Source: an optimization exercise on an open RTL-to-GDS flow (aim: small area). Production flows keep margins and buffers that such runs may drop. The RTL was checked by simulation tests, not by an equivalence proof against the original design. No run shown here takes its clock network from TritonCTS; it comes from the design's own scripts or RTL. The flow treats the clock pin as an ideal source. Dropping or thinning the clock tree relies on that and would not hold on a real chip. Power figures rest on the tool's default switching activity, not on a simulated workload.

### flow/flow/run.sh
#!/bin/bash
# Own layout flow: the standard synthesis, then the combinational logic re-mapped with a
# stronger ABC area script (registers kept as they are), then the standard layout with
# the smallest buffer on the ports. Each tool's output goes to a log file of its own here.
set -euo pipefail
W=$PWD
R=$W/orfs/results/$FLOW_PLATFORM/motor_drive_level_regulator/base
YOSYS=$FLOW_HOME/../tools/install/yosys/bin/yosys
LIB=$FLOW_HOME/platforms/$FLOW_PLATFORM/lib/sky130_fd_sc_hd__tt_025C_1v80.lib

bash standard.sh synth > $W/flow_synth.log 2>&1
cp $R/1_2_yosys.v $W/std_netlist.v

sed -e "s#@LIB@#$LIB#g" -e "s#@IN@#$W/std_netlist.v#g" -e "s#@OUT@#$W/reabc_netlist.v#g" \
    -e "s#@ABC@#$W/flow/area.abc#g" -e "s#@STAT@#$W/reabc_stat.txt#g" \
    $W/flow/reabc.ys > $W/reabc_run.ys
$YOSYS -s $W/reabc_run.ys > $W/flow_reabc.log 2>&1

sed -e "s#@LIB@#$LIB#g" -e "s#@STD@#$W/std_netlist.v#g" -e "s#@NEW@#$W/reabc_netlist.v#g" \
    $W/flow/equiv.ys > $W/equiv_run.ys
# keep the standard netlist unless the re-mapped one is proven equal to it
if $YOSYS -s $W/equiv_run.ys > $W/flow_equiv.log 2>&1; then
  cp $W/reabc_netlist.v $R/1_2_yosys.v
else
  echo "re-mapped netlist not proven equal; keeping the standard one" >> $W/flow_equiv.log
fi
rm -f $R/1_synth.odb $R/1_synth.sdc
export BUFFER_PORTS_ARGS="-buffer_cell sky130_fd_sc_hd__buf_1"
# one tie cell for all the constant outputs
export SKIP_REPAIR_TIE_FANOUT=1
# hand-built clock tree, see flow/pre_cts.tcl
sed -e "s#@DIR@#$W/flow#g" $W/flow/pre_cts.tcl > $W/pre_cts_run.tcl
export PRE_CTS_TCL=$W/pre_cts_run.tcl
bash standard.sh > $W/flow_layout.log 2>&1
### flow/flow/equiv.ys
# Prove the re-mapped netlist equal to the standard one (registers paired by name).
read_liberty -ignore_miss_func -ignore_miss_dir @LIB@
read_verilog @STD@
rename motor_drive_level_regulator gold
read_verilog @NEW@
rename motor_drive_level_regulator gate
flatten gold gate
opt_clean
equiv_make gold gate equiv
hierarchy -top equiv
equiv_simple -seq 1
equiv_induct
equiv_status -assert
### flow/flow/area.abc
strash
&get -n
&deepsyn -T 60
&put
dc2
&get -n
&dch -f
&nf -R 1000
&put
### flow/flow/pre_cts.tcl
# Run before ORFS's CTS step: build the clock tree by hand (flow/mktree.tcl), a root buffer
# and three leaf buffers over k-means clusters of the flip-flops, in place of TritonCTS's
# nine-buffer H-tree, and make the step's clock_tree_synthesis call a no-op.
source @DIR@/mktree.tcl
mktree 3 sky130_fd_sc_hd__clkbuf_16 sky130_fd_sc_hd__clkbuf_4
proc clock_tree_synthesis { args } {
  puts "clock tree already built by mktree.tcl"
}
### flow/standard.sh
#!/bin/bash
# synth_recipe.tcl (not shown) runs the flow's synth.tcl, then flattens the netlist and writes it again
# the make line also repeats each setting of config.mk as NAME=value (left out here)
make -C /OpenROAD-flow-scripts/flow DESIGN_CONFIG=/design/flow/config.mk WORK_HOME=/design/flow/orfs CLKGATE_MAP_FILE= SYNTH_SCRIPT=/design/flow/synth_recipe.tcl "${@:-finish}"
### flow/config.mk
export PLATFORM = sky130hd
export DESIGN_NAME = motor_drive_level_regulator
export DESIGN_NICKNAME = motor_drive_level_regulator
export VERILOG_FILES = /design/flow/design.v
export SDC_FILE = /design/flow/constraint.sdc
export NUM_CORES = 4
export LEC_CHECK = 0
export ABC_AREA = 1
export CAP_MARGIN = 20
export CORE_MARGIN = 2
export CORE_UTILIZATION = 40
export SLEW_MARGIN = 20
### flow/design.v
`timescale 1ns / 1ps
package mdlr_pkg;
  localparam int DriveW    = 10;
  localparam int AdvanceW  = 6;
  localparam int HallW     = 9;
  localparam int PwmMax    = 1000;
  localparam logic [1:0] MODE_DUTY    = 2'd0;
  localparam logic [1:0] MODE_CURRENT = 2'd1;
  localparam logic [1:0] MODE_SPEED   = 2'd2;
endpackage
`timescale 1ns / 1ps
module motor_drive_level_regulator #(
  parameter int PWM_MID = 0,
  parameter int PWM_MAX = 1000
) (
  input  logic        clk,
  input  logic        rst_n,
  input  logic        in_tvalid,
  output logic        in_tready,
  input  logic [63:0] in_tdata,
  output logic        out_tvalid,
  input  logic        out_tready,
  output logic [23:0] out_tdata,
  input  logic        cfg_valid,
  output logic        cfg_ready,
  input  logic [2:0]  cfg_index,
  input  logic [13:0] cfg_data
);
  logic [1:0]  mode_r;
  logic [11:0] lim_r;
  logic        bbc_r;
  logic        coast_r;
  logic        wen_r;
  logic [13:0] wspd_n;
  logic [12:0] wcur_n;
  logic [5:0]  wmax_n;
  logic        s1_valid_r;
  logic        out_valid_r;
  logic        s1_adv;
  logic        take;
  logic [9:0]  drive_r;
  logic [5:0]  adv_r;
  logic [8:0]  hall_r;
  logic [9:0]  pend_r, pend_nxt;
  logic        lim_on;
  logic        abs_cfg;
  logic [9:0]  d;
  logic [5:0]  a;
  function automatic logic ult(input logic [13:0] x, input logic [13:0] y);
    logic c;
    c = 1'b0;
    for (int i = 0; i < 14; i++) c = (!x[i] && y[i]) || ((!x[i] || y[i]) && c);
    ult = c;
  endfunction
  function automatic logic ugt(input logic [13:0] x, input logic [13:0] y, input logic ci);
    logic c;
    c = ci;
    for (int i = 0; i < 14; i++) c = (x[i] && !y[i]) || ((x[i] || !y[i]) && c);
    ugt = c;
  endfunction
  function automatic logic [13:0] add13(input logic [12:0] x, input logic [12:0] y,
                                        input logic ci);
    logic c;
    c = ci;
    for (int i = 0; i < 13; i++) begin
      add13[i] = x[i] ^ y[i] ^ c;
      c = (x[i] && y[i]) || (x[i] && c) || (y[i] && c);
    end
    add13[13] = c;
  endfunction
  function automatic logic [9:0] add10(input logic [9:0] x, input logic [9:0] y);
    logic [13:0] r;
    r = add13({3'd0, x}, {3'd0, y}, 1'b0);
    add10 = r[9:0];
  endfunction
  assign cfg_ready = 1'b1;
  logic [13:0] cfg_d;
  assign cfg_d = cfg_data & {14{rst_n}};
  always_ff @(posedge clk) begin
    if (!rst_n || (cfg_valid && cfg_index == 3'd0)) mode_r  <= cfg_d[1:0];
    if (!rst_n || (cfg_valid && cfg_index == 3'd1)) lim_r   <= cfg_d[11:0];
    if (!rst_n || (cfg_valid && cfg_index == 3'd2)) bbc_r   <= cfg_d[0];
    if (!rst_n || (cfg_valid && cfg_index == 3'd3)) coast_r <= cfg_d[0];
    if (!rst_n || (cfg_valid && cfg_index == 3'd4)) wen_r   <= cfg_d[0];
    if (!rst_n || (cfg_valid && cfg_index == 3'd5)) wspd_n  <= ~cfg_d[13:0];
    if (!rst_n || (cfg_valid && cfg_index == 3'd6)) wcur_n  <= ~cfg_d[12:0];
    if (!rst_n || (cfg_valid && cfg_index == 3'd7)) wmax_n  <= ~cfg_d[5:0];
  end
  assign s1_adv    = s1_valid_r && (!out_valid_r || out_tready);
  assign in_tready = !s1_valid_r || s1_adv;
  assign take      = in_tready && in_tvalid;
  assign lim_on  = (lim_r != '0);
  assign abs_cfg = !lim_on && (mode_r != 2'd3);
  logic adv_pend;
  assign adv_pend = s1_valid_r && !abs_cfg;
  assign d = add10(drive_r, {{8{pend_r[1] & s1_valid_r}}, pend_r[1:0] & {2{s1_valid_r}}});
  logic [9:0] a10;
  assign a10 = add10({4'd0, adv_r}, {{8{pend_r[3] & adv_pend}}, pend_r[3:2] & {2{adv_pend}}});
  assign a = a10[5:0];
  always_comb begin
    logic [13:0]        tgt;
    logic [11:0]        brk;
    logic signed [12:0] cur;
    logic [13:0]        spd;
    logic [8:0]         hall;
    logic               slot;
    logic               brk_on, tp, edge_seen, spd_on;
    logic               cur_neg, cur_pos, cgn, clt, cgt, s_gt_t, t_gt_s, t_ge_s;
    logic               dz, dm, d1, gt, eq, lt, lt1;
    logic [13:0]        diff;
    logic               cgn_neg, cgn_pos;
    logic [13:0]        x;
    logic               up1, dn1, upb, dnb;
    logic [1:0]         s1, sb, dd, ad;
    logic               wrise;
    logic [9:0]         tsat;
    tgt  = in_tdata[13:0];
    brk  = in_tdata[25:14];
    cur  = $signed(in_tdata[38:26]);
    spd  = in_tdata[52:39];
    hall = in_tdata[61:53];
    slot = in_tdata[62];
    brk_on    = (brk != '0);
    tp        = (tgt != '0);
    spd_on    = (spd != '0);
    edge_seen = (hall_r != hall);
    cur_neg   = cur[12];
    cur_pos   = !cur[12] && (cur != '0);
    cgn_neg = 1'b1;
    cgn_pos = 1'b0;
    for (int i = 0; i < 12; i++) begin
      cgn_pos = !cgn_neg && ((brk[i] && cur[i]) || ((brk[i] || cur[i]) && cgn_pos));
      cgn_neg = cgn_neg && !brk[i] && !cur[i];
    end
    cgn       = !cur_neg ? (cur_pos || brk_on) : cgn_pos;
    x         = (mode_r == 2'd1) ? tgt : {2'b00, lim_r};
    clt       = cur_neg || ult({2'b00, cur[11:0]}, x);
    cgt       = !cur_neg && ult(x, {2'b00, cur[11:0]});
    t_ge_s    = ugt(tgt, spd, brk_on);
    s_gt_t    = !t_ge_s;
    t_gt_s    = t_ge_s;
    dz   = (d == '0);
    dm   = (d[9:5] == 5'b11111) && (d[4] || d[3]);
    d1   = (d == 10'd1);
    diff = add13({3'd0, d}, {3'b111, ~tgt[9:0]}, 1'b1);
    gt   = (tgt[13:10] != '0) || diff[10];
    eq   = (tgt[13:10] == '0) && (diff[9:0] == '0) && !diff[10];
    lt   = !gt && !eq;
    lt1  = lt && (diff[9:0] != 10'd1);
    up1 = 1'b0;
    dn1 = 1'b0;
    upb = 1'b0;
    dnb = 1'b0;
    case (mode_r)
      2'd0, 2'd2: begin
        if (brk_on) begin
          if (bbc_r) begin
            dn1 = cgn && !dz;
            up1 = !cgn && !dm;
          end else if (mode_r == 2'd0) begin
            dn1 = lt;
          end else begin
            dn1 = s_gt_t && !dz;
          end
        end else begin
          if (tp) begin
            if (mode_r == 2'd0) begin
              up1 = clt && gt && !dm;
              dn1 = (clt && !gt && cur_neg && lt) || (cgt && !dz);
            end else begin
              up1 = clt && t_gt_s && !dm;
              dn1 = (clt && !t_gt_s && cur_neg && !dz) || (cgt && !dz);
            end
          end
          if (coast_r) begin
            if (!tp) begin
              dnb = cur_pos && !dz;
              upb = !cur_pos && edge_seen && !dm;
            end
          end else begin
            dnb = up1 ? !gt : dn1 ? lt1 : lt;
          end
        end
      end
      2'd1: begin
        if (brk_on) begin
          dn1 = spd_on && (!bbc_r || cgn) && !dz;
        end else begin
          if (tp) begin
            up1 = clt && !dm;
            dn1 = cgt && !dz;
          end
          if (coast_r) begin
            if (!tp) begin
              dnb = cur_pos && !dz;
              upb = !cur_pos && edge_seen && !dm;
            end
          end else begin
            dnb = up1 || (!dn1 && !dz) || (dn1 && !d1);
          end
        end
      end
      default: ;
    endcase
    s1 = up1 ? 2'b01 : dn1 ? 2'b11 : 2'b00;
    sb = upb ? 2'b01 : dnb ? 2'b11 : 2'b00;
    dd = s1 + sb;
    if (dn1 && dnb) dd = 2'b10;
    wrise = !ult(spd, ~wspd_n) && tp && !brk_on;
    ad    = 2'b00;
    if (wen_r && lim_on && slot) begin
      if (wrise && ult({1'b0, ~cur[12], cur[11:0]}, {1'b0, wcur_n[12], ~wcur_n[11:0]})) begin
        if (ult({8'd0, a}, {8'd0, ~wmax_n})) ad = 2'b01;
      end else if (a != '0) begin
        ad = 2'b11;
      end
    end
    tsat = ult(14'd1000, tgt) ? 10'd1000 : tgt[9:0];
    if (abs_cfg) pend_nxt = (mode_r == 2'd0) ? tsat : 10'd0;
    else         pend_nxt = {6'd0, ad, dd};
  end
  always_ff @(posedge clk) begin
    if (take) pend_r <= pend_nxt;
  end
  always_ff @(posedge clk) begin
    if (!rst_n) begin
      hall_r <= '0;
    end else if (take) begin
      hall_r <= in_tdata[61:53];
    end
  end
  always_ff @(posedge clk) begin
    if (!rst_n) begin
      drive_r <= '0;
      adv_r   <= '0;
    end else if (s1_adv) begin
      drive_r <= abs_cfg ? pend_r : d;
      adv_r   <= a;
    end
  end
  always_ff @(posedge clk) begin
    if (!rst_n) begin
      s1_valid_r  <= 1'b0;
      out_valid_r <= 1'b0;
    end else begin
      if (in_tready) s1_valid_r <= in_tvalid;
      if (s1_adv) out_valid_r <= 1'b1;
      else if (out_tready) out_valid_r <= 1'b0;
    end
  end
  assign out_tvalid = out_valid_r;
  assign out_tdata  = {7'd0, adv_r, 1'b0, drive_r};
endmodule
### flow/constraint.sdc
create_clock -name core_clock -period 12.0 [get_ports {clk}]
set_input_delay 2.4000 -clock core_clock [delete_from_list [all_inputs] [get_ports {clk}]]
set_output_delay 2.4000 -clock core_clock [all_outputs]
set_load 0.01 [all_outputs]
### flow/flow/mktree.tcl
# Build a two-level clock tree by hand: the clock port drives one root buffer, which drives
# K leaf buffers, each driving the flip-flops of one cluster (k-means on their positions).
proc mktree {K leafcell rootcell} {
  set db [ord::get_db]
  set block [ord::get_db_block]
  set clknet [$block findNet clk]
  set sinks {}
  set pts {}
  foreach it [$clknet getITerms] {
    set b [[$it getInst] getBBox]
    lappend sinks $it
    lappend pts [list [expr ([$b xMin]+[$b xMax])/2] [expr ([$b yMin]+[$b yMax])/2]]
  }
  set n [llength $sinks]
  # k-means, seeded by spreading along sorted x+y
  set order [lsort -integer -indices [lmap p $pts {expr [lindex $p 0]+[lindex $p 1]}]]
  set cents {}
  for {set k 0} {$k < $K} {incr k} {
    lappend cents [lindex $pts [lindex $order [expr int(($k + 0.5) * $n / $K)]]]
  }
  for {set iter 0} {$iter < 50} {incr iter} {
    set asg {}
    foreach p $pts {
      set best 0; set bd 1e18
      for {set k 0} {$k < $K} {incr k} {
        set c [lindex $cents $k]
        set dd [expr abs([lindex $p 0]-[lindex $c 0]) + abs([lindex $p 1]-[lindex $c 1])]
        if {$dd < $bd} {set bd $dd; set best $k}
      }
      lappend asg $best
    }
    set newc {}
    for {set k 0} {$k < $K} {incr k} {
      set sx 0; set sy 0; set m 0
      foreach p $pts a $asg { if {$a == $k} { set sx [expr $sx+[lindex $p 0]]; set sy [expr $sy+[lindex $p 1]]; incr m } }
      if {$m > 0} { lappend newc [list [expr $sx/$m] [expr $sy/$m]] } else { lappend newc [lindex $cents $k] }
    }
    set cents $newc
  }
  set rm [$db findMaster $rootcell]
  set lm [$db findMaster $leafcell]
  set root [odb::dbInst_create $block $rm "clkbuf_root"]
  set rnet [odb::dbNet_create $block "clk_root"]
  $rnet setSigType CLOCK
  [$root findITerm A] connect $clknet
  [$root findITerm X] connect $rnet
  set sx 0; set sy 0
  for {set k 0} {$k < $K} {incr k} {
    set c [lindex $cents $k]
    set sx [expr $sx+[lindex $c 0]]; set sy [expr $sy+[lindex $c 1]]
    set leaf [odb::dbInst_create $block $lm "clkbuf_leaf_$k"]
    set lnet [odb::dbNet_create $block "clk_leaf_$k"]
    $lnet setSigType CLOCK
    [$leaf findITerm A] connect $rnet
    [$leaf findITerm X] connect $lnet
    $leaf setLocation [expr int([lindex $c 0])] [expr int([lindex $c 1])]
    $leaf setPlacementStatus PLACED
    set m 0
    foreach it $sinks a $asg { if {$a == $k} { $it disconnect; $it connect $lnet; incr m } }
    puts "leaf $k: $m sinks at $c"
  }
  $root setLocation [expr int($sx/$K)] [expr int($sy/$K)]
  $root setPlacementStatus PLACED
}
### flow/flow/reabc.ys
# Re-map the combinational logic of the standard netlist; registers stay as they are.
read_liberty -ignore_miss_func -ignore_miss_dir @LIB@
blackbox sky130_fd_sc_hd__df* sky130_fd_sc_hd__edf* sky130_fd_sc_hd__sdf* sky130_fd_sc_hd__sedf* sky130_fd_sc_hd__dl* sky130_fd_sc_hd__conb_1 sky130_fd_sc_hd__fa_1
read_verilog @IN@
hierarchy -top motor_drive_level_regulator
flatten
opt -purge
abc -liberty @LIB@ -dont_use sky130_fd_sc_hd__lpflow_bleeder_1 -dont_use sky130_fd_sc_hd__lpflow_clkbufkapwr_1 -dont_use sky130_fd_sc_hd__lpflow_clkbufkapwr_16 -dont_use sky130_fd_sc_hd__lpflow_clkbufkapwr_2 -dont_use sky130_fd_sc_hd__lpflow_clkbufkapwr_4 -dont_use sky130_fd_sc_hd__lpflow_clkbufkapwr_8 -dont_use sky130_fd_sc_hd__lpflow_clkinvkapwr_1 -dont_use sky130_fd_sc_hd__lpflow_clkinvkapwr_16 -dont_use sky130_fd_sc_hd__lpflow_clkinvkapwr_2 -dont_use sky130_fd_sc_hd__lpflow_clkinvkapwr_4 -dont_use sky130_fd_sc_hd__lpflow_clkinvkapwr_8 -dont_use sky130_fd_sc_hd__lpflow_decapkapwr_12 -dont_use sky130_fd_sc_hd__lpflow_decapkapwr_3 -dont_use sky130_fd_sc_hd__lpflow_decapkapwr_4 -dont_use sky130_fd_sc_hd__lpflow_decapkapwr_6 -dont_use sky130_fd_sc_hd__lpflow_decapkapwr_8 -dont_use sky130_fd_sc_hd__lpflow_inputiso0n_1 -dont_use sky130_fd_sc_hd__lpflow_inputiso0p_1 -dont_use sky130_fd_sc_hd__lpflow_inputiso1n_1 -dont_use sky130_fd_sc_hd__lpflow_inputiso1p_1 -dont_use sky130_fd_sc_hd__lpflow_inputisolatch_1 -dont_use sky130_fd_sc_hd__lpflow_isobufsrc_1 -dont_use sky130_fd_sc_hd__lpflow_isobufsrc_16 -dont_use sky130_fd_sc_hd__lpflow_isobufsrc_2 -dont_use sky130_fd_sc_hd__lpflow_isobufsrc_4 -dont_use sky130_fd_sc_hd__lpflow_isobufsrc_8 -dont_use sky130_fd_sc_hd__lpflow_isobufsrckapwr_16 -dont_use sky130_fd_sc_hd__lpflow_lsbuf_lh_hl_isowell_tap_1 -dont_use sky130_fd_sc_hd__lpflow_lsbuf_lh_hl_isowell_tap_2 -dont_use sky130_fd_sc_hd__lpflow_lsbuf_lh_hl_isowell_tap_4 -dont_use sky130_fd_sc_hd__lpflow_lsbuf_lh_isowell_4 -dont_use sky130_fd_sc_hd__lpflow_lsbuf_lh_isowell_tap_1 -dont_use sky130_fd_sc_hd__lpflow_lsbuf_lh_isowell_tap_2 -dont_use sky130_fd_sc_hd__lpflow_lsbuf_lh_isowell_tap_4 -dont_use sky130_fd_sc_hd__probe_p_8 -dont_use sky130_fd_sc_hd__probec_p_8  -dont_use sky130_fd_sc_hd__fa_* -dont_use sky130_fd_sc_hd__ha_* -dont_use sky130_fd_sc_hd__fah* -script @ABC@
opt_clean -purge
hilomap -singleton -hicell sky130_fd_sc_hd__conb_1 HI -locell sky130_fd_sc_hd__conb_1 LO
splitnets
opt_clean -purge
tee -o @STAT@ stat -liberty @LIB@
write_verilog -noattr -nohex -nodec @OUT@
==> results of run 1 <==
-- flip-flops by register name (all words and copies together) (netlist names), 2 cells and up --
register and count:
adv_r 6, lim_r 12, drive_r 10, hall_r 9
wcur_n 13, wmax_n 6, pend_r 10, wspd_n 14
mode_r 2
-- final cells by class --
| type | count | area, um2 |
|---|---|---|
| timing repair buffer | 106 | 413 |
| multi-input combinational | 407 | 2580 |
| tap | 172 | 215 |
| sequential | 87 | 2340 |
| buffer | 4 | 82.6 |
| fill | 1258 | 6730 |
| antenna | 1 | 2.50 |
| inverter | 41 | 154 |
-- through the flow --
stage                     hold slack, ns  total power, mW  instance area [um2]
after floorplan                    0.428            0.453                 5070
after global placement             0.446            0.506                 5700
after detailed placement           0.447            0.509                 5700
after CTS                          0.448            0.609                 5780
after global routing               0.495            0.671                 5790
final                              0.462            0.636                 5790
-- path summary, 6_finish.rpt --
check,startpoint,to,slack (ns)
worst max register to register,s1_valid_r,pend_r[0],6.15
worst min-delay path,pend_r[6],drive_r[6],0.46
worst min register to register,pend_r[6],drive_r[6],0.46
worst max-delay path,in_tdata[5],pend_r[0],5.46
-- report_power, final --
group / switching (mW) / internal, mW
clock: 0.0829 / 0.0491
sequential: 0.0200 / 0.346
combinational: 0.0838 / 0.0549
total: 0.187 / 0.450
-- worst max-delay path: cells and delay by family --
family	cells	cell delay [ns]
simple gates	5	0.71
xor+xnor	3	0.53
fa+ha+maj	1	0.45
buf+inv	2	0.54
compound gates	12	2.07
-- layer usage --
layer	part of all wire (%)	global-route usage, %	vias up
met3	6.3	1.56	27
met2	46	33.9	200
met5	0	0	-
met1	45	30.3	2265
li1	-	-	2278
met4	2.8	6.43	0
==> impl.org, run 1 <==
** Outcome
- The flow ran to the end and the layout has no timing, DRC or antenna violations.

** Final layout
- The library cell used most frequently in the layout, excluding fill and tap cells, is sky130_fd_sc_hd__buf_1.
- Leaving out filler cells and counting taps, the final layout contains 818.
- Top library cells by usage in the layout, fill and taps aside :: sky130_fd_sc_hd__buf_1, sky130_fd_sc_hd__edfxtp_1, sky130_fd_sc_hd__nand2_1, sky130_fd_sc_hd__clkinv_1, sky130_fd_sc_hd__nor2_1
- Relative area change from synthesis to final layout :: 14.1%
- Final layout net count :: 738
- Final cell utilization of the core :: 46.2%
- Fraction of layout instances using a drive strength above 1 :: 1.40%

** Critical path
- STA classifies the critical path startpoint as a primary input.
- CP max-delay cell :: sky130_fd_sc_hd__fa_1
- STA classifies the critical path endpoint as a flip-flop.
- Measured in cells, the most critical reg-to-reg path has a length of 27.
- Data on the critical path is required at its endpoint by 12.17 ns.
- Worst path cell trace :: buf_1 > clkinv_1 > xnor2_1 > xnor2_1 > o21ai_0 > a21o_1 > o21ai_0 > nand2_1 > a2bb2oi_1 > fa_1 > a2111oi_0 > nand3_1 > nor3_1 > nand2_1 > a22oi_1 > o21ai_0 > o211ai_1 > a31oi_1 > o21ai_0 > nand2_1 > o41ai_1 > xor2_1 > a22o_1
- Critical Setup Path Class :: in -> reg
- Largest stage delay, worst path :: 0.45 ns
- Worst Path Max Fanout :: 6
- Among the stages of the critical path, the cell type that occurs most often is sky130_fd_sc_hd__o21ai_0.
- STA puts the critical path data arrival time at 6.71 ns.

** STA
- The final-report hold violation count came to 0.
- The clock arrives with 0.0180 ns of skew.
- At the pin with the least slew margin, the transition time is 1.00 ns.
- Min Clock Period, post-route :: 6.54 ns
- The max-slew violation count was 0.
- Derived from the worst setup path, the maximum achievable clock frequency is 0.153 GHz.
- Unrepaired setup endpoints after global routing :: false
- Endpoints failing setup :: 0
- Measured against its own limit, the worst slew margin works out to 33.3%.
- Share of the clock period used by the worst path :: 54.5%
- Setup WS post-layout :: 5.46 ns
- For the final routed database, the setup TNS stands at 0 ns.

** Yosys
- For this run, the number of Yosys warnings is 1.
- Mapped Cells :: 535
- Counting every net in the synthesized netlist gives 626.
- In this run the mean area of a mapped cell was 9.48 um2.
- Summing every instance area after synthesis gives 5070 um2.

** Drt
- Summing over every cut layer, the via total after detailed routing is 4770.
- For this block, the initial DRC count from the detailed router was 524.
- In the routed design, unresolved DRC markers number 0.
- After detailed routing, the number of vias per cell comes to 5.83.
- Final ANT Viol Nets :: 0
- The first detailed-routing pass ran for 5 iterations.
- WL per Instance :: 17.9 um
- The final layout contains routed wiring with a total length of 14.6 mm.

** CTS
- Post-CTS timing repair inserted 0 buffers for setup.
- Clock input transition at the sequential cells of the worst setup and hold paths :: 0.10 ns
- Clock latency on the worst-skew pair :: 0.43 ns
- Number of hold-repair buffers added at the cts stage :: 0
- Once the clock tree was built, the resizer swapped 0 gates to a different size.

** Die
- The region available for standard cell placement spans 12500 um2.
- The floorplan has 41 rows.
- 113 I/O pins were placed.
- Total Die Area :: 13600 um2
- The floorplan step set the die width to 117 um.
- Die Span Y :: 117 um
- Initial Utilization :: 40.5%

** GRT
- Entering global routing, the biggest net connects 35 pins.
- GRT Total Usage :: 21.0%
- Summed over all layers, the global routing overflow is 0.
- The first global-routing pass estimated 22.7 mm of wire.
- The number of global-route vias before repair came to 4396.
- Antenna violations before repair :: 1

** Place
- Instance count after placement with tap cells included :: 813
- Setup slack after placement :: 5.04 ns
- Gpl congestion :: 0.924
- Port Buf Inserts :: 102
- Detailed-placement wirelength estimate :: 11.6 mm

** Power and ir drop
- The analysis attributes to cell leakage a power of 1.90 nW.
- Power density over the cells :: 110 nW/um2
- VDD sags by at most 0.0706 mV.

** Hold path
- The worst hold path passes through 2 cells.
- In this run the worst hold path is classified as reg -> reg.

** Run
- Max capacitance violation total :: 0
==> inputs of run 2 (changes only) <==
--- a/flow/design.v
+++ b/flow/design.v
@@ -29,3 +29,3 @@
   logic [1:0]  mode_r;
-  logic [11:0] lim_r;
+  logic [11:0] lim_n;
   logic        bbc_r;
@@ -80,3 +80,3 @@
     if (!rst_n || (cfg_valid && cfg_index == 3'd0)) mode_r  <= cfg_d[1:0];
-    if (!rst_n || (cfg_valid && cfg_index == 3'd1)) lim_r   <= cfg_d[11:0];
+    if (!rst_n || (cfg_valid && cfg_index == 3'd1)) lim_n   <= ~cfg_d[11:0];
     if (!rst_n || (cfg_valid && cfg_index == 3'd2)) bbc_r   <= cfg_d[0];
@@ -91,3 +91,3 @@
   assign take      = in_tready && in_tvalid;
-  assign lim_on  = (lim_r != '0);
+  assign lim_on  = (lim_n != '1);
   assign abs_cfg = !lim_on && (mode_r != 2'd3);
@@ -135,3 +135,3 @@
     cgn       = !cur_neg ? (cur_pos || brk_on) : cgn_pos;
-    x         = (mode_r == 2'd1) ? tgt : {2'b00, lim_r};
+    x         = (mode_r == 2'd1) ? tgt : {2'b00, ~lim_n};
     clt       = cur_neg || ult({2'b00, cur[11:0]}, x);
==> impl.org, run 2 <==
** Critical path
- At the worst endpoint, the required time is 12.21 ns.
- The worst setup path is launched from a flip-flop.
- Counting stages on the worst path, the most repeated cell is sky130_fd_sc_hd__nand2_1.
- CP max-delay cell :: sky130_fd_sc_hd__dfxtp_1
- STA classifies the critical path endpoint as a flip-flop.
- The worst setup path is of the reg -> reg kind.
- The critical path contains buffers and inverters numbering 0 combined.
- Of all nets on the critical path, the largest fanout is 13.
- Among cell families on the critical path, the largest total delay comes from compound AO/OA/AOI/OAI gates.
- Largest stage delay, worst path :: 0.58 ns
- Worst path arrival time :: 7.13 ns

** Drt
- The count of nets left with antenna violations once routing finished came out at 0.
- DRC violations left :: 0
- For this block, the initial DRC count from the detailed router was 305.
- The first detailed-routing pass took 5 iterations.
- Drt total wl :: 14.6 mm
- Number of vias per cell after detailed routing :: 5.80
- After detailed routing, the average wire length per cell comes to 17.7 um.
- Routed vias :: 4800

** Place
- Routability-driven placement finished with a final weighted congestion of 0.911.
- At the placement stage, the worst setup path has a slack of 5.07 ns.
- Detailed placement finished with a half-perimeter wire length of 11.6 mm.
- Port Buf Inserts :: 102
- The placed instances occupy a cell area of 5670 um2.
- In this run, placement finished with an instance count of 824.

** Final layout
- The largest registers in the layout are wspd_n: 14 flops, wcur_n: 13 flops, lim_n: 12 flops.
- Leaving out filler cells and counting taps, the final layout contains 828.
- wspd_n holds more flip-flops than any other register.
- Fraction of layout instances using a drive strength above 1 :: 1.37%
- The register with the most flip-flops in the layout has 14 of them.
- Measured on the finished design, the core utilization comes to 46.2%.
- Final layout net count :: 750
- Relative area change from synthesis to final layout :: 14.2%
- Summing all non-filler instances in the final layout gives an area of 5760 um2.
- In the layout the commonest cells are sky130_fd_sc_hd__buf_1, sky130_fd_sc_hd__nand2_1, sky130_fd_sc_hd__edfxtp_1, sky130_fd_sc_hd__nor2_1, sky130_fd_sc_hd__o21ai_0.
- 0 antenna diodes ended up in the layout.
- Leading cell type in the layout, fill and taps excluded :: sky130_fd_sc_hd__buf_1

** Die
- Top Ports :: 113
- Core region area :: 12500 um2
- Placement Rows :: 41
- The die is 116 um wide.
- Initial Utilization :: 40.4%
- From bottom edge to top edge, the die measures 116 um.
- The die covers 13500 um2.

** STA
- Setup violations remaining at the end of the flow were counted as 0.
- Setup WS post-layout :: 5.08 ns
- Share of the clock period used by the worst path :: 57.7%
- Number of endpoints with negative hold slack in the final report :: 0
- Setup repair after global routing left no endpoint under its margin.
- On the final layout, the worst clock skew is 0.0423 ns.
- Summed over all failing endpoints, the final setup total negative slack is 0 ns.
- Max-Slew Margin vs Limit :: 36.6%
- Min Clock Period, post-route :: 6.92 ns
- Final hold analysis gives a worst-case slack of 0.474 ns.
- Tightest Pin Transition :: 0.951 ns
- The max-slew violation count is 0.
- Peak clock frequency supported by timing :: 0.144 GHz

** Yosys
- For this run, the number of Yosys warnings is 1.
- Avg Synthesized Cell Area :: 9.24 um2
- The number of nets handed over by synthesis was 638.
- The cell count after synthesis came out at 546.
- Netlist Area Pre-Place :: 5040 um2

** Outcome
- Status :: timing/DRC/antenna clean

** GRT
- The number of global-route vias before repair came to 4470.
- Entering global routing, the biggest net connects 40 pins.
- The first global-routing pass estimated 22.1 mm of wire.
- Global routing consumed, over all layers together, 20.6% of the routing resources.
- Summed over all layers, the global routing overflow is 0.
- Antenna violations before repair :: 1

** CTS
- After clock tree synthesis, the clock-pin slew on the worst setup and hold paths is 0.12 ns.
- Clock latency on the worst-skew pair, taken at its later pin, is 0.44 ns.
- In this run, post-CTS repair resized a total of 0 instances.
- In this run, post-CTS hold repair placed 0 buffers.
- Post-CTS setup buffer count :: 0

** Run
- The tool flagged a number of max-cap violations equal to 0.

** Power and ir drop
- Power density over the cells :: 111 nW/um2
- VDD sags by at most 0.0591 mV.
- Power Total :: 0.640 mW
- In this run the static leakage power is 1.90 nW.

** Hold path
- Kind of path behind the tightest hold check :: reg -> reg
run 2: worst paths after layout:
check / startpoint / end / slack, ns / cells after the start
setup reg to reg: s1_valid_r / pend_r[0] / 5.08 / 31
hold reg to reg: pend_r[8] / drive_r[8] / 0.47 / 2
hold / removal: pend_r[8] / drive_r[8] / 0.47 / 2
setup / recovery: s1_valid_r / pend_r[0] / 5.08 / 31
run 2: power breakdown:
group,internal (mW),switching (mW),leakage (nW)
Combinational,0.0538,0.0884,1.04
Clock,0.0492,0.0850,0.0416
Sequential,0.346,0.0182,0.817
Total,0.449,0.192,1.90
run 2: worst min-delay path: stages (launching register included):
cell                       delay (ns)
sky130_fd_sc_hd__edfxtp_1        0.32
sky130_fd_sc_hd__a22oi_1         0.06
sky130_fd_sc_hd__o21ai_0         0.06
run 2: cell type report:
| class | instances | area, um2 |
|---|---|---|
| tap | 172 | 215 |
| buffer | 4 | 82.6 |
| inverter | 31 | 116 |
| multi-input combinational | 428 | 2590 |
| fill | 1242 | 6710 |
| sequential | 87 | 2340 |
| timing repair buffer | 106 | 413 |
run 2: metal layers:
metal  part of all wire (%)  GRT usage (%)
met1                     42           26.6
met2                     48           36.2
met3                    6.3           2.34
met4                    2.9           6.35
met5                  0.089              0
==> inputs of run 3 (changes only) <==
--- a/flow/config.mk
+++ b/flow/config.mk
@@ -10,3 +10,3 @@
 export CORE_MARGIN = 2
-export CORE_UTILIZATION = 40
+export CORE_UTILIZATION = 65
 export SLEW_MARGIN = 20
==> impl.org, run 3 <==
** Critical path
- The worst setup path is captured at a flip-flop.
- Data required time at the worst endpoint :: 12.16 ns
- Worst reg2reg startpoint :: s1_valid_r
- Among all stages on the critical path, the largest delay is contributed by sky130_fd_sc_hd__dfxtp_1.
- Setup slack on the worst reg-to-reg path comes out at 5.10 ns.
- Of all nets on the critical path, the largest fanout is 13.
- Counting cells, the worst reg-to-reg path comes to 31.
- Data on the critical path arrives at its endpoint at 7.06 ns.
- By instance count, the cell type seen most on the critical path is sky130_fd_sc_hd__nand2_1.
- In this run the critical register-to-register path is captured at pend_r[0].
- Category of the worst setup path launch point :: flip-flop
- Largest stage delay, worst path :: 0.59 ns
- Critical Setup Path Class :: reg -> reg

** Drt
- Dividing the detail-routed wire length by the instance count gives 18.9 um.
- For this run, design rule violations remaining after detail routing come to 0.
- The first detailed-routing pass took 6 iterations.
- Final ANT Viol Nets :: 0
- Routed vias :: 4925
- First-iteration detailed-routing DRC count :: 499
- In the routed layout, each cell is associated on average with a via count of 6.51.
- Summed over all layers, the routed wires come to 14.3 mm.

** STA
- At the pin with the least slew margin, the transition time is 0.890 ns.
- Measured against its own limit, the worst slew margin works out to 40.7%.
- The clock arrives with 0.0208 ns of skew.
- Number of endpoints with negative hold slack in the final report :: 0
- Post-route setup TNS :: 0 ns
- Setup repair after global routing left no endpoint under its margin.
- After layout, the worst path uses 57.5% of the clock period.
- Setup violations remaining at the end of the flow were counted as 0.
- Min Clock Period, post-route :: 6.90 ns
- Setup slack on the critical path of the routed design comes to 5.10 ns.
- Total count of max-transition violations in the final report :: 0
- Static timing analysis puts the maximum clock frequency at 0.145 GHz.
- Hold_ws :: 0.476 ns

** Hold path
- Hold Startpoint :: pend_r[9]
- The worst hold path belongs to the class reg -> reg.
- For hold timing, the worst endpoint is drive_r[9].
- Hold path depth :: 2

** Yosys
- For this run, the number of Yosys warnings is 1.
- The cell area that synthesis handed to floorplanning was 5040 um2.
- When the netlist entered floorplanning its net count stood at 638.
- Avg Synthesized Cell Area :: 9.24 um2
- Mapped Cells :: 546

** Die
- Die Span Y :: 92.1 um
- Core region area :: 7610 um2
- The floorplan step defined a die boundary enclosing 8480 um2.
- Top Ports :: 113
- The die is 92.1 um wide.
- In this run the core area contains 32 standard-cell rows.
- The initial utilization of the core area, before any placement, comes to 66.3%.

** Power and ir drop
- Summing internal, switching and leakage power gives 0.637 mW.
- Largest voltage drop on the vdd net :: 0.131 mV
- Leakage :: 1.90 nW
- Power density over the cells :: 113 nW/um2

** GRT
- Entering global routing, the biggest net connects 36 pins.
- Antenna violations before repair :: 0
- After global routing the overflow that remains totals 0.
- The first global-routing pass estimated 22.3 mm of wire.
- The number of global-route vias before repair was 4550.
- Global routing consumed, over all layers together, 32.9% of the routing resources.

** Final layout
- Max reg flops :: 14
- The finished cells cover 5660 um2.
- Of the cells placed in the final design, the portion with a size suffix greater than 1 is 1.37%.
- More flip-flops sit in one register than any other, and that register is wspd_n.
- In the final layout, the multi-input gates occupy 2590 um2.
- Leading cell type in the layout, fill and taps excluded :: sky130_fd_sc_hd__buf_1
- Final cell utilization of the core :: 74.4%
- Count of fill cells added during filler insertion :: 568
- For this run, the post-layout net count is 749.
- Number of inserted diodes :: 0
- Compared with the post-synthesis result, the final layout area differs by 12.3%.
- Summing all flip-flop and latch instances after layout gives 2340 um2.
- After the flow finishes, the layout carries non-filler instances totaling 757.
- The largest registers in the layout are wspd_n: 14 flops, wcur_n: 13 flops, lim_n: 12 flops.
- Top library cells by usage in the layout, fill and taps aside :: sky130_fd_sc_hd__buf_1, sky130_fd_sc_hd__nand2_1, sky130_fd_sc_hd__edfxtp_1, sky130_fd_sc_hd__nor2_1, sky130_fd_sc_hd__o21ai_0

** CTS
- Number of hold-repair buffers added at the cts stage :: 0
- Post-CTS setup buffer count :: 0
- Clock-pin slew was measured on the worst setup and hold paths at 0.10 ns.
- Count of cells resized by post-cts repair :: 0
- The clock reaches the later pin of the worst-skew pair after 0.41 ns.

** Place
- In this run the tool buffered the top-level ports with 102 buffer cells.
- Setup slack after placement :: 5.04 ns
- The congestion estimate from routability-driven global placement came to 0.938.
- Summed over all nets, the half-perimeter wirelength after detailed placement is 11.1 mm.
- Placement-stage cell area :: 5580 um2
- Instance count after placement with tap cells included :: 753

** Outcome
- The flow ran to the end and the layout has no timing, DRC or antenna violations.

** Run
- Across the run, the number of max-cap violations was 0.
## run 3: power breakdown
part | internal (mW) | total [mW] | switching, mW
combinational | 0.0536 | 0.141 | 0.0874
sequential | 0.346 | 0.367 | 0.0207
clock | 0.0492 | 0.130 | 0.0807
total | 0.449 | 0.637 | 0.189
## run 3: area by class of cell
cell class	count	share of cell area, %
Sequential cell	87	41.4
Buffer	4	1.46
Multi-Input combinational cell	428	45.7
Tap cell	102	2.25
Inverter	31	2.05
Timing Repair Buffer	105	7.18
## run 3: metal layers
layer / GRT usage (%) / up-vias / wire length [um]
li1: - / 2313 / -
met1: 47.0 / 2273 / 5830
met2: 55.8 / 302 / 6780
met3: 2.22 / 37 / 1380
met4: 7.09 / 0 / 347
met5: 0 / - / 0
## run 3: worst max path at each step
stage	from	to	cells past startpoint
CTS	in_tdata[1]	pend_r[0]	27
global route	s1_valid_r	pend_r[0]	31
finish	s1_valid_r	pend_r[0]	31
global placement	in_tdata[1]	pend_r[0]	27
floorplan	in_tdata[18]	pend_r[0]	27
detailed placement	in_tdata[0]	pend_r[0]	25
## run 3: worst max-delay path, delay by kind of cell (launching register included)
kind                       cells  cell delay [ns]
adders and majority gates      2             0.82
DFF                            1             0.59
and+or+nand+nor               12             1.81
muxes                          2             0.44
xor gates and xnor gates       4             0.88
AOI/OAI and AO/OA             11             2.09
==> inputs of run 4 (changes only) <==
--- a/flow/flow/mktree.tcl
+++ b/flow/flow/mktree.tcl
@@ -1,3 +1,4 @@
 # Build a two-level clock tree by hand: the clock port drives one root buffer, which drives
-# K leaf buffers, each driving the flip-flops of one cluster (k-means on their positions).
+# K leaf buffers, each driving the flip-flops of one cluster (k-means on their positions,
+# then balanced to at most ceil(n/K) flip-flops per cluster).
 proc mktree {K leafcell rootcell} {
@@ -39,2 +40,31 @@
   }
+  # balance the clusters: greedy nearest assignment with a cap of ceil(n/K) sinks each
+  set cap [expr {($n + $K - 1) / $K}]
+  for {set iter 0} {$iter < 20} {incr iter} {
+    set pairs {}
+    set i 0
+    foreach p $pts {
+      for {set k 0} {$k < $K} {incr k} {
+        set c [lindex $cents $k]
+        lappend pairs [list [expr abs([lindex $p 0]-[lindex $c 0]) + abs([lindex $p 1]-[lindex $c 1])] $i $k]
+      }
+      incr i
+    }
+    set pairs [lsort -real -index 0 $pairs]
+    set asg [lrepeat $n -1]
+    set cnt [lrepeat $K 0]
+    foreach pr $pairs {
+      lassign $pr dd i k
+      if {[lindex $asg $i] >= 0 || [lindex $cnt $k] >= $cap} { continue }
+      lset asg $i $k
+      lset cnt $k [expr {[lindex $cnt $k] + 1}]
+    }
+    set newc {}
+    for {set k 0} {$k < $K} {incr k} {
+      set sx 0; set sy 0; set m 0
+      foreach p $pts a $asg { if {$a == $k} { set sx [expr $sx+[lindex $p 0]]; set sy [expr $sy+[lindex $p 1]]; incr m } }
+      if {$m > 0} { lappend newc [list [expr $sx/$m] [expr $sy/$m]] } else { lappend newc [lindex $cents $k] }
+    }
+    set cents $newc
+  }
   set rm [$db findMaster $rootcell]
==> impl.org, run 4 <==
** STA
- The tightest hold path in the finished design has a slack of 0.486 ns.
- Min Clock Period, post-route :: 6.84 ns
- Total count of max-transition violations in the final report :: 0
- Setup WS post-layout :: 5.16 ns
- Share of the clock period used by the worst path :: 57.0%
- Peak clock frequency supported by timing :: 0.146 GHz
- Summed over all failing endpoints, the final setup total negative slack is 0 ns.
- Measured against its own limit, the worst slew margin works out to 40.2%.
- Endpoints failing setup :: 0
- For the pin with the worst max-slew slack, the measured transition is 0.897 ns.
- For the final database, setup skew stands at 0.0222 ns.
- Number of endpoints with negative hold slack in the final report :: 0
- Unrepaired setup endpoints after global routing :: false

** Critical path
- Category of the worst setup path launch point :: flip-flop
- Largest stage delay, worst path :: 0.58 ns
- Critical path buffers and inverters :: 0
- The critical path crosses 31 cells after its start point.
- Of all nets on the critical path, the largest fanout is 13.
- Worst path arrival time :: 7.01 ns
- Data required time at the worst endpoint :: 12.17 ns
- Top delay family on crit path :: compound AO/OA/AOI/OAI gates
- Cell count of the worst reg-to-reg path :: 31
- The setup path with the least slack is of type reg -> reg.
- The worst setup path is captured at a flip-flop.
- For this design, the slowest cell found on the critical path is sky130_fd_sc_hd__dfxtp_1.
- The cell that appears most often on the critical path is sky130_fd_sc_hd__nand2_1.

** Final layout
- Fraction of layout instances using a drive strength above 1 :: 1.37%
- Max reg flops :: 14
- Final cell utilization of the core :: 74.4%
- Post-route insts no fill :: 757
- The library cell used most frequently in the layout, excluding fill and tap cells, is sky130_fd_sc_hd__buf_1.
- Across the whole layout, storage elements account for 2340 um2.
- Area of the multi-input gates :: 2590 um2
- In the layout the commonest cells are sky130_fd_sc_hd__buf_1, sky130_fd_sc_hd__nand2_1, sky130_fd_sc_hd__edfxtp_1, sky130_fd_sc_hd__nor2_1, sky130_fd_sc_hd__o21ai_0.
- The finished cells cover 5660 um2.
- Relative area change from synthesis to final layout :: 12.3%
- Largest registers ranked by flip-flop count :: wspd_n: 14 flops, wcur_n: 13 flops, lim_n: 12 flops
- The final layout contains 749 nets.
- Top register by number of flip-flops :: wspd_n
- Count of fill cells added during filler insertion :: 578
- The repair_antennas step left the layout with diodes totalling 0.

** Yosys
- Dividing the synthesized area by the synthesized cell count gives 9.24 um2.
- Mapped Cells :: 546
- Summing every instance area after synthesis gives 5040 um2.
- The number of nets handed over by synthesis was 638.
- For this run, the number of Yosys warnings is 1.

** CTS
- Clock latency on the worst-skew pair :: 0.41 ns
- Count of cells resized by post-cts repair :: 0
- Post-CTS setup buffer count :: 0
- Number of hold-repair buffers added at the cts stage :: 0
- Clock-pin slew was measured on the worst setup and hold paths at 0.12 ns.

** Place
- Gpl congestion :: 0.938
- Buffers placed on the I/O ports in this run total 102.
- Setup slack after placement :: 5.04 ns
- Instance count after placement with tap cells included :: 753
- Placement-stage cell area :: 5580 um2
- Detailed-placement wirelength estimate :: 11.1 mm

** Run
- Across the run, the number of max-cap violations was 0.

** GRT
- After global routing the overflow that remains totals 0.
- Entering global routing, the biggest net connects 32 pins.
- The number of antenna violations at the first check in global routing was 0.
- First-pass GRT wire length :: 22.2 mm
- GRT Total Usage :: 32.7%
- Via count of the first global-routing pass :: 4572

** Hold path
- Kind of path behind the tightest hold check :: reg -> reg
- Hold path depth :: 2

** Die
- For this configuration, the core starts out at a cell density of 66.3%.
- Placement Rows :: 32
- 113 I/O pins were placed.
- The die covers 8480 um2.
- Core region area :: 7610 um2
- In this run the horizontal extent of the chip is 92.1 um.
- From bottom edge to top edge, the die measures 92.1 um.

** Power and ir drop
- Per report_power, the combinational group accounts for 22.1% of the total.
- Internal power summed over all cells :: 0.449 mW
- Part of the power in registers :: 57.5%
- Power density over the cells :: 113 nW/um2
- Switching power share of the total :: 29.6%
- Of the total power, the clock network draws 20.5%.
- VDD sags by at most 0.121 mV.
- Leakage :: 1.90 nW
- Power Total :: 0.638 mW
- Summed over all nets, the switching power comes to 0.189 mW.

** Drt
- WL per Instance :: 18.9 um
- DRC violations left :: 0
- Routed vias :: 4946
- Length of the first detailed-routing pass in iterations :: 5
- Dividing the detail-routed via count by the number of cells gives 6.53.
- Final ANT Viol Nets :: 0
- First-iteration detailed-routing DRC count :: 581
- After detailed routing, the total wire length is 14.3 mm.

** Outcome
- Status :: timing/DRC/antenna clean
==> run 4: area by class of cell <==
cell class | count | share of cell area (%)
plain buffers | 4 | 1.46
inverters | 31 | 2.05
multi-input cells | 428 | 45.7
flip-flops and latches | 87 | 41.4
well taps | 102 | 2.25
repair buffers | 105 | 7.18
==> run 4: worst paths after layout <==
path | slack (ns) | end | start
worst max-delay path | 5.16 | pend_r[0] | s1_valid_r
worst min-delay path | 0.49 | drive_r[9] | pend_r[9]
worst max register to register | 5.16 | pend_r[0] | s1_valid_r
worst min register to register | 0.49 | drive_r[9] | pend_r[9]
==> run 4: power by group through the flow <==
stage	sequential, mW	clock, mW	combinational, mW
floorplan	0.365	0	0.0878
global placement	0.371	0	0.130
detailed placement	0.372	0	0.136
CTS	0.373	0.0990	0.137
global route	0.369	0.138	0.155
finish	0.366	0.131	0.141
==> run 4: worst min-delay path, stage by stage, from the launching register on <==
cell                       delay (ns)
sky130_fd_sc_hd__edfxtp_1        0.34
sky130_fd_sc_hd__a22oi_1         0.06
sky130_fd_sc_hd__o21ai_0         0.06
==> run 4: layer usage <==
metal	global-route usage, %	part of all wire, %	up-vias
li1	-	-	2314
met1	46.1	41	2275
met2	55.6	47	314
met3	1.97	9.3	43
met4	8.46	2.9	0
met5	0	0	-
==> inputs of run 5 (changes only) <==
==> flow/flow/run.sh (replaced) <==
#!/bin/bash
# Own layout flow: the standard synthesis, then the combinational logic re-mapped with
# stronger ABC area scripts (registers kept as they are; four seeds of ABC's &deepsyn, the
# smallest result proven equal to the standard netlist is kept), then the standard layout
# with the smallest buffer on the ports, one tie cell for the constant outputs and a
# hand-built clock tree. Each tool's output goes to a log file of its own here.
set -euo pipefail
W=$PWD
R=$W/orfs/results/$FLOW_PLATFORM/motor_drive_level_regulator/base
YOSYS=$FLOW_HOME/../tools/install/yosys/bin/yosys
LIB=$FLOW_HOME/platforms/$FLOW_PLATFORM/lib/sky130_fd_sc_hd__tt_025C_1v80.lib

bash standard.sh synth > $W/flow_synth.log 2>&1
cp $R/1_2_yosys.v $W/std_netlist.v

remap() {
  local s=$1
  sed -e "s#@SEED@#$s#g" $W/flow/area.abc > $W/area_s$s.abc
  sed -e "s#@LIB@#$LIB#g" -e "s#@IN@#$W/std_netlist.v#g" -e "s#@OUT@#$W/reabc_s$s.v#g" \
      -e "s#@ABC@#$W/area_s$s.abc#g" -e "s#@STAT@#$W/reabc_stat_s$s.txt#g" \
      $W/flow/reabc.ys > $W/reabc_run_s$s.ys
  $YOSYS -s $W/reabc_run_s$s.ys > $W/flow_reabc_s$s.log 2>&1 || true
}
for s in 0 1 2 3; do remap $s & done
wait

# candidates, smallest first; keep the first one proven equal to the standard netlist
best=""
for s in $(for s in 0 1 2 3; do
             a=$(awk '/Chip area/ {print $NF}' $W/reabc_stat_s$s.txt 2>/dev/null || true)
             [[ -n "$a" ]] && echo "$a $s"
           done | sort -g | awk '{print $2}'); do
  sed -e "s#@LIB@#$LIB#g" -e "s#@STD@#$W/std_netlist.v#g" -e "s#@NEW@#$W/reabc_s$s.v#g" \
      $W/flow/equiv.ys > $W/equiv_run_s$s.ys
  if $YOSYS -s $W/equiv_run_s$s.ys > $W/flow_equiv_s$s.log 2>&1; then
    best=$s
    break
  fi
done
if [[ -n "$best" ]]; then
  echo "using the re-mapped netlist of seed $best" > $W/flow_choice.log
  cp $W/reabc_s$best.v $R/1_2_yosys.v
else
  echo "no re-mapped netlist proven equal; keeping the standard one" > $W/flow_choice.log
fi
rm -f $R/1_synth.odb $R/1_synth.sdc
export BUFFER_PORTS_ARGS="-buffer_cell sky130_fd_sc_hd__buf_1"
# one tie cell for all the constant outputs
export SKIP_REPAIR_TIE_FANOUT=1
# hand-built clock tree, see flow/pre_cts.tcl
sed -e "s#@DIR@#$W/flow#g" $W/flow/pre_cts.tcl > $W/pre_cts_run.tcl
export PRE_CTS_TCL=$W/pre_cts_run.tcl
bash standard.sh > $W/flow_layout.log 2>&1
==> flow/flow/area.abc (replaced) <==
strash
&get -n
&deepsyn -T 60 -S @SEED@
&put
dc2
&get -n
&dch -f
&nf -R 1000
&put
==> impl.org, run 5 <==
** GRT
- Across every metal layer, demand over resource in global routing totals 32.7%.
- The number of antenna violations at the first check in global routing is 0.
- Global routing finished with a remaining overflow of 0.
- First-pass GRT wire length :: 22.2 mm
- Entering global routing, the biggest net connects 32 pins.
- The number of global-route vias before repair was 4572.

** STA
- Peak clock frequency supported by timing :: 0.146 GHz
- Max-Slew Margin vs Limit :: 40.2%
- Total count of max-transition violations in the final report :: 0
- Post-Route Skew :: 0.0222 ns
- At the pin with the least slew margin, the transition time is 0.897 ns.
- The final-report hold violation count came to 0.
- Post-route setup TNS :: 0 ns
- Min Clock Period, post-route :: 6.84 ns
- The worst path uses 57.0% of the clock period.
- Unrepaired setup endpoints after global routing :: false
- Endpoints failing setup :: 0

** Power and ir drop
- Power Total :: 0.638 mW
- Largest voltage drop on the vdd net :: 0.121 mV
- Power spread over the standard cell area amounts to 113 nW/um2.
- Summed over all cells, the static leakage comes to 1.90 nW.

** Drt
- Once detail routing completed, the nets flagged for antenna violations numbered 0.
- After detailed routing, the average wire length per cell comes to 18.9 um.
- After the first detailed-routing iteration, the DRC count stood at 581.
- After detailed routing, the number of vias per cell comes to 6.53.
- Drt total wl :: 14.3 mm
- DRC violations left :: 0
- The pre-antenna-repair detailed-routing pass consisted of 5 iterations.
- The routed layout has 4946 vias.

** Final layout
- Leaving out fill and tap cells, the most frequent cells in the layout are sky130_fd_sc_hd__buf_1, sky130_fd_sc_hd__nand2_1, sky130_fd_sc_hd__edfxtp_1, sky130_fd_sc_hd__nor2_1, sky130_fd_sc_hd__o21ai_0.
- Top register by number of flip-flops :: wspd_n
- Relative area change from synthesis to final layout :: 12.3%
- Fraction of layout instances using a drive strength above 1 :: 1.37%
- Max reg flops :: 14
- Number of inserted diodes :: 0
- The largest registers in the layout are wspd_n: 14 flops, wcur_n: 13 flops, lim_n: 12 flops.
- Leading cell type in the layout, fill and taps excluded :: sky130_fd_sc_hd__buf_1
- Leaving out filler cells and counting taps, the final layout contains 757.
- Final layout net count :: 749

** Critical path
- In this run the critical register-to-register path is launched from s1_valid_r.
- For this run, the slowest stage of the critical path takes 0.58 ns.
- Setup slack on the worst reg-to-reg path comes out at 5.16 ns.
- In this run the worst path has a maximum fanout of 13.
- Total stage count of the critical path :: 31
- For the worst setup path, the data arrival time is 7.01 ns.
- By instance count, the cell type seen most on the critical path is sky130_fd_sc_hd__nand2_1.
- The worst register-to-register path has a depth of 31.
- STA classifies the critical path endpoint as a flip-flop.
- CP max-delay cell :: sky130_fd_sc_hd__dfxtp_1
- The critical path starts at s1_valid_r.
- STA classifies the critical path startpoint as a flip-flop.
- Critical Setup Path Class :: reg -> reg
- The cell family contributing the most delay on the critical path is compound AO/OA/AOI/OAI gates.
- Counting both buffers and inverters, the worst setup path holds a total of 0.
- Data required time at the worst endpoint :: 12.17 ns
- End point of the critical path :: pend_r[0]
- The endpoint identified for the worst register-to-register timing path is pend_r[0].

** Die
- The floorplan has 32 rows.
- The die is 92.1 um wide.
- The die is 92.1 um tall.
- The region available for standard cell placement spans 7610 um2.
- For this configuration, the core starts out at a cell density of 66.3%.
- Top Ports :: 113
- Total Die Area :: 8480 um2

** Yosys
- Synthesized net count :: 638
- Averaged over all synthesized cells, the footprint is 9.24 um2.
- Mapped Cells :: 546
- Netlist Area Pre-Place :: 5040 um2
- For this run, the number of Yosys warnings is 1.

** CTS
- Post-CTS timing repair inserted 0 buffers for setup.
- The number of gates resized after CTS was 0.
- Clock latency on the worst-skew pair :: 0.41 ns
- Buffers inserted to repair hold after CTS numbered 0.
- Clock input transition at the sequential cells of the worst setup and hold paths :: 0.12 ns

** Place
- At the end of routability-driven placement, the weighted congestion stood at 0.938.
- Once detailed placement completed, the half-perimeter wirelength came to 11.1 mm.
- The number of placed instances, taps included, is 753.
- Port buffering added 102 buffers.

** Outcome
- Status :: timing/DRC/antenna clean

** Run
- Max-cap violations in this run came to 0.

** Hold path
- Kind of path behind the tightest hold check :: reg -> reg
==> run 5: cell type report <==
cell class,count,area (um2)
flip-flops and latches,87,2340
plain buffers,4,82.6
well taps,102,128
inverters,31,116
multi-input cells,428,2590
repair buffers,105,407
fillers,578,1940
==> run 5: worst min path at each step <==
stage	from	endpoint	cells after the start
after floorplan	pend_r[5]	drive_r[5]	2
after global placement	pend_r[6]	drive_r[6]	2
after detailed placement	pend_r[9]	drive_r[9]	2
after CTS	pend_r[9]	drive_r[9]	2
after global routing	pend_r[9]	drive_r[9]	2
final	pend_r[9]	drive_r[9]	2
==> run 5: per-stage QoR <==
stage / hold WS, ns / util (%) / worst slack (ns) / area [um2]
after floorplan: 0.441 / - / 5.97 / 5040
after detailed placement: 0.459 / 73.3 / 5.04 / 5580
after global placement: 0.449 / 73.3 / 5.13 / 5580
after CTS: 0.459 / 74.4 / 5.01 / 5660
final: 0.486 / 74.4 / 5.16 / 5660
after global routing: 0.508 / 74.4 / 4.70 / 5660
==> run 5: worst register-to-register path: cells and delay by family (launching register included) <==
kind,cells,cell delay (ns)
adder cells (fa/ha/maj),2,0.83
AO/OA/AOI/OAI,11,2.05
XOR/XNOR,4,0.88
AND/OR/NAND/NOR,12,1.83
multiplexers,2,0.43
flip-flops,1,0.58
==> run 5: where the power goes <==
group | total, mW | switching, mW | leakage (nW) | internal, mW
combinational | 0.141 | 0.0870 | 1.04 | 0.0537
sequential | 0.366 | 0.0206 | 0.817 | 0.346
clock | 0.131 | 0.0813 | 0.0416 | 0.0493
total | 0.638 | 0.189 | 1.90 | 0.449
==> run 5: metal layers <==
layer	GRT usage, %	wire [um]	share of wire (%)
met5	0	0	0
met4	8.46	421	2.9
met3	1.97	1330	9.3
met2	55.6	6700	47
met1	46.1	5820	41
==> inputs of run 6 (changes only) <==
--- a/flow/config.mk
+++ b/flow/config.mk
@@ -11,2 +11,4 @@
 export CORE_UTILIZATION = 65
+export GPL_ROUTABILITY_DRIVEN = 0
+export GPL_TIMING_DRIVEN = 0
 export SLEW_MARGIN = 20
==> impl.org, run 6 <==
** Outcome
- Status :: timing/DRC/antenna clean

** Final layout
- The layout has 572 filler cells.
- The area growth from synthesis to layout is 12.3%.
- The multi-input combinational cells in the finished layout cover a total of 2590 um2.
- 0 antenna diodes ended up in the layout.
- For this run, the post-layout net count is 749.
- In the final layout, the registers with the most flip-flops are wspd_n: 14 flops, wcur_n: 13 flops, lim_n: 12 flops.
- In the final layout, the share of cells above drive strength 1 is 1.37%.
- Top register by number of flip-flops :: wspd_n
- The library cell used most frequently in the layout, excluding fill and tap cells, is sky130_fd_sc_hd__buf_1.
- Cells fill 74.4% of the core in the end.
- Register Area :: 2340 um2
- The register with the most flip-flops in the layout has 14 of them.
- The top cell types in the final layout, fill and taps aside, are sky130_fd_sc_hd__buf_1, sky130_fd_sc_hd__nand2_1, sky130_fd_sc_hd__edfxtp_1, sky130_fd_sc_hd__nor2_1.

** STA
- In the final timing run, aggregate negative setup slack is 0 ns.
- Peak clock frequency supported by timing :: 0.147 GHz
- Max-Slew Margin vs Limit :: 38.1%
- The smallest clock period supported by the final layout is computed as 6.79 ns.
- On the final layout, the worst clock skew is 0.0252 ns.
- Of the available clock period, the critical path in the final layout requires 56.6%.
- Tightest Pin Transition :: 0.919 ns
- Setup repair after global routing left no endpoint under its margin.
- Hold_ws :: 0.486 ns
- Number of endpoints with negative hold slack in the final report :: 0
- The max-slew violation count is 0.
- Endpoints failing setup :: 0

** GRT
- GRT Total Usage :: 32.0%
- For this run the aggregate overflow at the end of global routing stands at 0.
- First-pass GRT wire length :: 21.7 mm
- Entering global routing, the biggest net connects 32 pins.
- Via count of the first global-routing pass :: 4492
- Antenna violations before repair :: 0

** Power and ir drop
- Clk network pwr share :: 20.7%
- Combinational logic burns 21.8% of the power.
- Sw power :: 0.188 mW
- Leakage :: 1.90 nW
- The worst-case IR drop observed on VDD is 0.124 mV.
- Part of the power in registers :: 57.6%
- Power density over the cells :: 112 nW/um2
- Net switching is 29.5% of the power.
- Internal power summed over all cells :: 0.449 mW

** Critical path
- STA classifies the critical path endpoint as a flip-flop.
- The most numerous cell type found on the critical path is sky130_fd_sc_hd__nand2_1.
- Critical Setup Path Class :: reg -> reg
- Cell count of the worst reg-to-reg path :: 31
- FF-to-FF End :: pend_r[0]
- Largest stage delay, worst path :: 0.61 ns
- Category of the worst setup path launch point :: flip-flop
- At the worst endpoint, the arrival time is 6.96 ns.
- The worst register-to-register path begins at s1_valid_r.
- Of all nets on the critical path, the largest fanout is 13.
- The slowest stage of the critical path is the sky130_fd_sc_hd__dfxtp_1 cell.
- Setup slack on the worst flop-to-flop path :: 5.21 ns
- For the worst setup path, the data required time is 12.17 ns.

** CTS
- Clock latency on the worst-skew pair :: 0.40 ns
- Count of cells resized by post-cts repair :: 0
- Post-CTS setup buffer count :: 0
- After clock tree synthesis, the flow added hold-fix buffers numbering 0.
- Clock input transition at the sequential cells of the worst setup and hold paths :: 0.12 ns

** Drt
- Routed vias :: 4926
- WL per Instance :: 17.8 um
- Length of the first detailed-routing pass in iterations :: 6
- In the routed layout, each cell is associated on average with a via count of 6.51.
- Drt total wl :: 13.5 mm
- Final ANT Viol Nets :: 0
- In the routed design, unresolved DRC markers number 0.
- The first routing iteration left 448 violations.

** Yosys
- Mapped Cells :: 546
- Netlist Area Pre-Place :: 5040 um2
- Avg Synthesized Cell Area :: 9.24 um2
- Synthesized net count :: 638
- Number of warnings issued by yosys :: 1

** Die
- Placement Rows :: 32
- Chip width :: 92.1 um
- The floorplan step defined a die boundary enclosing 8480 um2.
- The floorplan step set the die height to 92.1 um.
- Pin placement for this block handled 113 I/O pins.
- Initial Utilization :: 66.3%
- Core region area :: 7610 um2

** Run
- The tool flagged a number of max-cap violations equal to 0.

** Hold path
- The tightest min-delay check is of the reg -> reg type.
- The worst hold path begins at pend_r[6].
- For hold timing, the worst endpoint is drive_r[6].
- Hold path depth :: 2

** Place
- Summed over all nets, the half-perimeter wirelength after detailed placement is 10.6 mm.
- Port Buf Inserts :: 102
[run 6: cell count changes in the layout (fill, tap and decap cells not counted)]
cell	previous run	this run
sky130_fd_sc_hd__a21boi_0	1	0
sky130_fd_sc_hd__a21boi_1	0	1
sky130_fd_sc_hd__o21ai_1	0	2
sky130_fd_sc_hd__o21ai_0	39	37
[run 6: area by class of cell]
class | instances | area share [%]
inverter | 31 | 2.05
timing repair buffer | 105 | 7.18
sequential | 87 | 41.4
multi-input combinational | 428 | 45.7
buffer | 4 | 1.46
tap | 102 | 2.25
[run 6: worst max-delay path, delay by kind of cell (launching register included)]
kind	cells	cell delay, ns
flip-flops	1	0.61
adder cells (fa/ha/maj)	2	0.83
XOR/XNOR	4	0.89
AO/OA/AOI/OAI	11	2.04
multiplexers	2	0.43
AND/OR/NAND/NOR	12	1.77
[run 6: per-stage QoR]
stage / std cells / total power [mW] / cell area [um2] / setup WS (ns)
floorplan: 546 / 0.453 / 5040 / 5.97
global placement: 750 / 0.501 / 5550 / 5.15
detailed placement: 753 / 0.508 / 5580 / 5.12
CTS: 757 / 0.608 / 5660 / 5.08
global route: 757 / 0.663 / 5660 / 4.52
finish: 757 / 0.636 / 5660 / 5.21
[run 6: power by group through the flow]
stage               Sequential [mW]  Combinational [mW]  Clock, mW
floorplan                     0.365              0.0878          0
global placement              0.372               0.129          0
detailed placement            0.372               0.136          0
CTS                           0.372               0.136     0.0990
global route                  0.369               0.154      0.140
finish                        0.366               0.139      0.132
[run 6: worst max path at each step]
stage | from | endpoint | slack, ns | depth (start not counted)
detailed placement | in_tdata[0] | pend_r[0] | 5.12 | 25
floorplan | in_tdata[18] | pend_r[0] | 5.97 | 27
CTS | in_tdata[0] | pend_r[0] | 5.08 | 25
finish | s1_valid_r | pend_r[0] | 5.21 | 31
global placement | in_tdata[1] | pend_r[0] | 5.15 | 27
global route | s1_valid_r | pend_r[0] | 4.52 | 31
[run 6: routing by layer]
layer / up-vias / global-route usage [%] / share of wire, %
met5: - / 0 / 0
met4: 0 / 7.84 / 2.4
met3: 35 / 2.38 / 9.8
met2: 276 / 53.2 / 47
met1: 2300 / 46.1 / 40
li1: 2315 / - / -

-- port drivers added, routing unchanged --
The results above use ideal ports. As a check the final layouts listed here were re-extracted and re-timed, cells and wires unchanged. Step 1: set_driving_cell puts a clkbuf_16 on clk and a buf_2 on each other input, an assumption about the parent block. Step 2 also shifts input and output timing later by t, the mid clock arrival at the registers, as if the neighbouring blocks saw the same clock. Three values: ideal, step 1, step 2; two values: the first two.
| run | shift t [ns] | setup slack, ns | pins driven straight from the clock port |
|---|---|---|---|
| run 1 | 0.455 | 5.463 / 5.472 / 5.017 | 1 |
| run 2 | 0.450 | 5.078 / 5.078 / 4.919 | 1 |
| run 3 | 0.431 | 5.104 / 5.104 / 4.821 | 1 |
| run 4 | 0.427 | 5.163 / 5.163 / 4.836 | 1 |
| run 5 | 0.427 | 5.163 / 5.163 / 4.836 | 1 |
| run 6 | 0.420 | 5.212 / 5.212 / 4.967 | 1 |
After both steps setup and hold are still met in every run listed. For run 1, which loses most, drivers alone change the setup slack by +0.009 ns; drivers and shift together by -0.446 ns.
